This design comes from an exercise in tuning for small area on the open sky130 flow, not from production work.
Function was checked by simulation only, so behaviour that the tests miss may differ from the original.
Power is estimated from default activity; no workload was simulated.

==> flow/design.v (excerpt) <==
module dispatch_buffer (
  input  logic          clk,
  input  logic          rst,
  input  logic          flush,
  input  logic          in_valid,
  output logic          in_ready,
  input  logic [7:0]    in_op,
  input  logic [31:0]   in_pc,
  input  logic [31:0]   in_imm,
  input  logic [31:0]   in_datax,
  input  logic [31:0]   in_datay,
  input  logic [2:0]    in_tagx,
  input  logic [2:0]    in_tagy,
  input  logic [2:0]    in_tagw,
  input  logic [4:0]    in_addrw,
  input  logic [2:0]    wb_en,
  input  logic [8:0]    wb_tag,
  input  logic [95:0]   wb_data,
  input  logic [3:0]    unit_busy,
  output logic [3:0]    iss_en,
  output logic [3:0]    iss_op,
  output logic [31:0]   iss_pc,
  output logic [31:0]   iss_imm,
  output logic [31:0]   iss_datax,
  output logic [31:0]   iss_datay,
  output logic [2:0]    iss_tagx,
  output logic [2:0]    iss_tagy,
  output logic [2:0]    iss_tagw,
  output logic [4:0]    iss_addrw,
  output logic          ren_en,
  output logic [4:0]    ren_addr,
  output logic [2:0]    ren_tag,
  output logic [2:0]    count
);
export LEC_CHECK = 0
export CAP_MARGIN = 0
export CORE_MARGIN = 2
export CORE_UTILIZATION = 40
export SLEW_MARGIN = 0
create_clock -name core_clock -period 5.0 [get_ports {clk}]
standard.sh (not shown) runs the stock make flow with config.mk's settings and CLKGATE_MAP_FILE= SYNTH_SCRIPT=/design/flow/synth_recipe.tcl, a recipe that flattens the netlist after the stock synthesis.
==> flow/flow/run.sh <==
#!/bin/bash
# The standard layout with two changes:
#  - synthesis maps the logic with an area-oriented ABC script (flow/abc.script) in place of
#    ORFS's delay-oriented one; the rest of synthesis (register names and cells) is unchanged;
#  - every input and output port still gets its own buffer, but a sky130_fd_sc_hd__buf_1
#    instead of the delay cell buffer_ports picks by default;
#  - clock tree synthesis uses clkbuf_4/clkbuf_8 in small clusters and adds no dummy loads.
set -euo pipefail
W=$(pwd)
rm -rf "$W/scripts_area"
cp -r "$FLOW_HOME/scripts" "$W/scripts_area"
cp "$W/flow/abc.script" "$W/scripts_area/abc_speed.script"
sed 's#^make -C #make SCRIPTS_DIR='"$W"'/scripts_area -C #' standard.sh > standard_area.sh
grep -q 'SCRIPTS_DIR=' standard_area.sh
bash standard_area.sh synth > synth.log 2>&1
export BUFFER_PORTS_ARGS="-buffer_cell sky130_fd_sc_hd__buf_1"
export CTS_ARGS="-sink_clustering_enable -repair_clock_nets -dont_use_dummy_load -sink_clustering_size 14 -sink_clustering_max_diameter 50 -buf_list {sky130_fd_sc_hd__clkbuf_4 sky130_fd_sc_hd__clkbuf_8}"
bash standard.sh > layout.log 2>&1
==> flow/flow/abc.script <==
strash
dc2
dc2
dch -f
amap -F 20 -A 20
The first run passed the timing, design-rule and antenna checks.
Then changed:
==> flow/flow/run.sh (replaced) <==
#!/bin/bash
# The standard layout, except that synthesis maps the logic with an area-oriented ABC
# script (flow/abc.script) in place of ORFS's delay-oriented one. Everything else, including
# the rest of synthesis (register names and cells), is ORFS's own scripts unchanged.
set -euo pipefail
W=$(pwd)
rm -rf "$W/scripts_area"
cp -r "$FLOW_HOME/scripts" "$W/scripts_area"
cp "$W/flow/abc.script" "$W/scripts_area/abc_speed.script"
sed 's#^make -C #make SCRIPTS_DIR='"$W"'/scripts_area -C #' standard.sh > standard_area.sh
grep -q 'SCRIPTS_DIR=' standard_area.sh
bash standard_area.sh synth > synth.log 2>&1
bash standard.sh > layout.log 2>&1
==> flow/flow/abc.script (replaced) <==
strash
dc2
dch -f
amap
- CAP_MARGIN: 0 -> 20
- SLEW_MARGIN: 0 -> 20
What happened: The new run completed with no timing, DRC or antenna violations. Register-to-register slack loses 0.34 ns. Final cell count goes up by a little under a tenth. Clock skew shrinks by 0.070 ns. Count of clock-buffer cells in the layout climbs by 36. Hold slack improves by 0.19 ns. Via count went up by a few percent.
Then changed:
==> flow/flow/run.sh (replaced) <==
#!/bin/bash
# The standard layout with two changes:
#  - synthesis maps the logic with an area-oriented ABC script (flow/abc.script) in place of
#    ORFS's delay-oriented one; the rest of synthesis (register names and cells) is unchanged;
#  - every input and output port still gets its own buffer, but a sky130_fd_sc_hd__buf_1
#    instead of the delay cell buffer_ports picks by default;
#  - clock tree synthesis uses clkbuf_4 leaf buffers in small clusters and adds no dummy loads.
set -euo pipefail
W=$(pwd)
rm -rf "$W/scripts_area"
cp -r "$FLOW_HOME/scripts" "$W/scripts_area"
cp "$W/flow/abc.script" "$W/scripts_area/abc_speed.script"
sed 's#^make -C #make SCRIPTS_DIR='"$W"'/scripts_area -C #' standard.sh > standard_area.sh
grep -q 'SCRIPTS_DIR=' standard_area.sh
bash standard_area.sh synth > synth.log 2>&1
export BUFFER_PORTS_ARGS="-buffer_cell sky130_fd_sc_hd__buf_1"
export CTS_ARGS="-sink_clustering_enable -repair_clock_nets -dont_use_dummy_load -sink_clustering_size 10 -sink_clustering_max_diameter 35 -buf_list {sky130_fd_sc_hd__clkbuf_4 sky130_fd_sc_hd__clkbuf_8} -root_buf sky130_fd_sc_hd__clkbuf_8 -sink_clustering_buffer sky130_fd_sc_hd__clkbuf_4"
bash standard.sh > layout.log 2>&1
==> flow/flow/abc.script (replaced) <==
strash
dc2
dc2
dch -f
amap -F 20 -A 20
- CAP_MARGIN: 20 -> 0
- SLEW_MARGIN: 20 -> 0
After rerunning:
- wire length drops by 3.4%
- die area decreases by about 3%
- sequential share of layout area goes up by 5.6 points
- synthesized cell count fell by about 10%
- final cell count went down by about 7%
- worst setup slack improves by 0.46 ns
- hold slack degrades by 0.22 ns
- first-iteration DRC count increases by 60%
- non-clock buffer count rose by 2
Then changed:
--- a/flow/flow/run.sh
+++ b/flow/flow/run.sh
@@ -5,4 +5,3 @@
 #  - every input and output port still gets its own buffer, but a sky130_fd_sc_hd__buf_1
-#    instead of the delay cell buffer_ports picks by default;
-#  - clock tree synthesis uses clkbuf_4 leaf buffers in small clusters and adds no dummy loads.
+#    instead of the delay cell buffer_ports picks by default.
 set -euo pipefail
@@ -16,3 +15,2 @@
 export BUFFER_PORTS_ARGS="-buffer_cell sky130_fd_sc_hd__buf_1"
-export CTS_ARGS="-sink_clustering_enable -repair_clock_nets -dont_use_dummy_load -sink_clustering_size 10 -sink_clustering_max_diameter 35 -buf_list {sky130_fd_sc_hd__clkbuf_4 sky130_fd_sc_hd__clkbuf_8} -root_buf sky130_fd_sc_hd__clkbuf_8 -sink_clustering_buffer sky130_fd_sc_hd__clkbuf_4"
 bash standard.sh > layout.log 2>&1
- CTS_BUF_LIST: default -> sky130_fd_sc_hd__clkbuf_4 sky130_fd_sc_hd__clkbuf_8
- CTS_CLUSTER_DIAMETER: default -> 60
- CTS_CLUSTER_SIZE: default -> 18
Effect:
- final area came out higher by 0.45%
- first-iteration DRC count came out higher by 0.35%
- worst setup slack improves by 0.035 ns
Then changed:
--- a/flow/flow/run.sh
+++ b/flow/flow/run.sh
@@ -5,3 +5,4 @@
 #  - every input and output port still gets its own buffer, but a sky130_fd_sc_hd__buf_1
-#    instead of the delay cell buffer_ports picks by default.
+#    instead of the delay cell buffer_ports picks by default;
+#  - clock tree synthesis uses clkbuf_4 leaf buffers in small clusters and adds no dummy loads.
 set -euo pipefail
@@ -15,2 +16,3 @@
 export BUFFER_PORTS_ARGS="-buffer_cell sky130_fd_sc_hd__buf_1"
+export CTS_ARGS="-sink_clustering_enable -repair_clock_nets -dont_use_dummy_load -sink_clustering_size 10 -sink_clustering_max_diameter 35 -buf_list {sky130_fd_sc_hd__clkbuf_4 sky130_fd_sc_hd__clkbuf_8} -root_buf sky130_fd_sc_hd__clkbuf_8 -sink_clustering_buffer sky130_fd_sc_hd__clkbuf_4"
 bash standard.sh > layout.log 2>&1
- CORE_UTILIZATION: 40 -> 50
- CTS_BUF_LIST: sky130_fd_sc_hd__clkbuf_4 sky130_fd_sc_hd__clkbuf_8 -> default
- CTS_CLUSTER_DIAMETER: 60 -> default
- CTS_CLUSTER_SIZE: 18 -> default
Effect:
- worst setup slack improved by 0.028 ns
- sequential cell count is unchanged
- final cell count shrinks by 4.2%
- combinational power shrinks by 3.3%
- wire length shrinks by 4.9%

[static timing again, ports no longer ideal]
The flow's constraints put no driver on any port. The routed layouts listed below were extracted and timed again, unchanged, in two steps.
Step 1 sets driving cells, clkbuf_16 on the clock port and buf_2 on the other inputs (assumed; they add their load-dependent delay and slew).
Step 2 times the ports against the registers' clock, not the clock port: input delays grow and output delays shrink by t, the midpoint of the rising clock arrivals with the driver on.
a / b / c = ideal ports / drivers / drivers and shift; a / b = the first two.
run	t (ns)	setup WS [ns]	worst setup path at the end	worst slew at a driven data input, ns
the first run	0.709	1.046 / 1.079 / 0.370	input to register	0.16
the second run	0.676	0.612 / 0.631 / -0.045	input to register	0.12
the third run	0.737	1.071 / 1.103 / 0.366	input to register	0.13
the fourth run	0.751	1.106 / 1.138 / 0.387	input to register	0.15
the fifth run	0.733	1.135 / 1.174 / 0.441	input to register	0.15
Met with ideal ports but missed after step 2: setup timing in the second run. The setup slack of the fourth run, which loses most, moves by +0.032 ns with the drivers and by -0.719 ns with both steps.
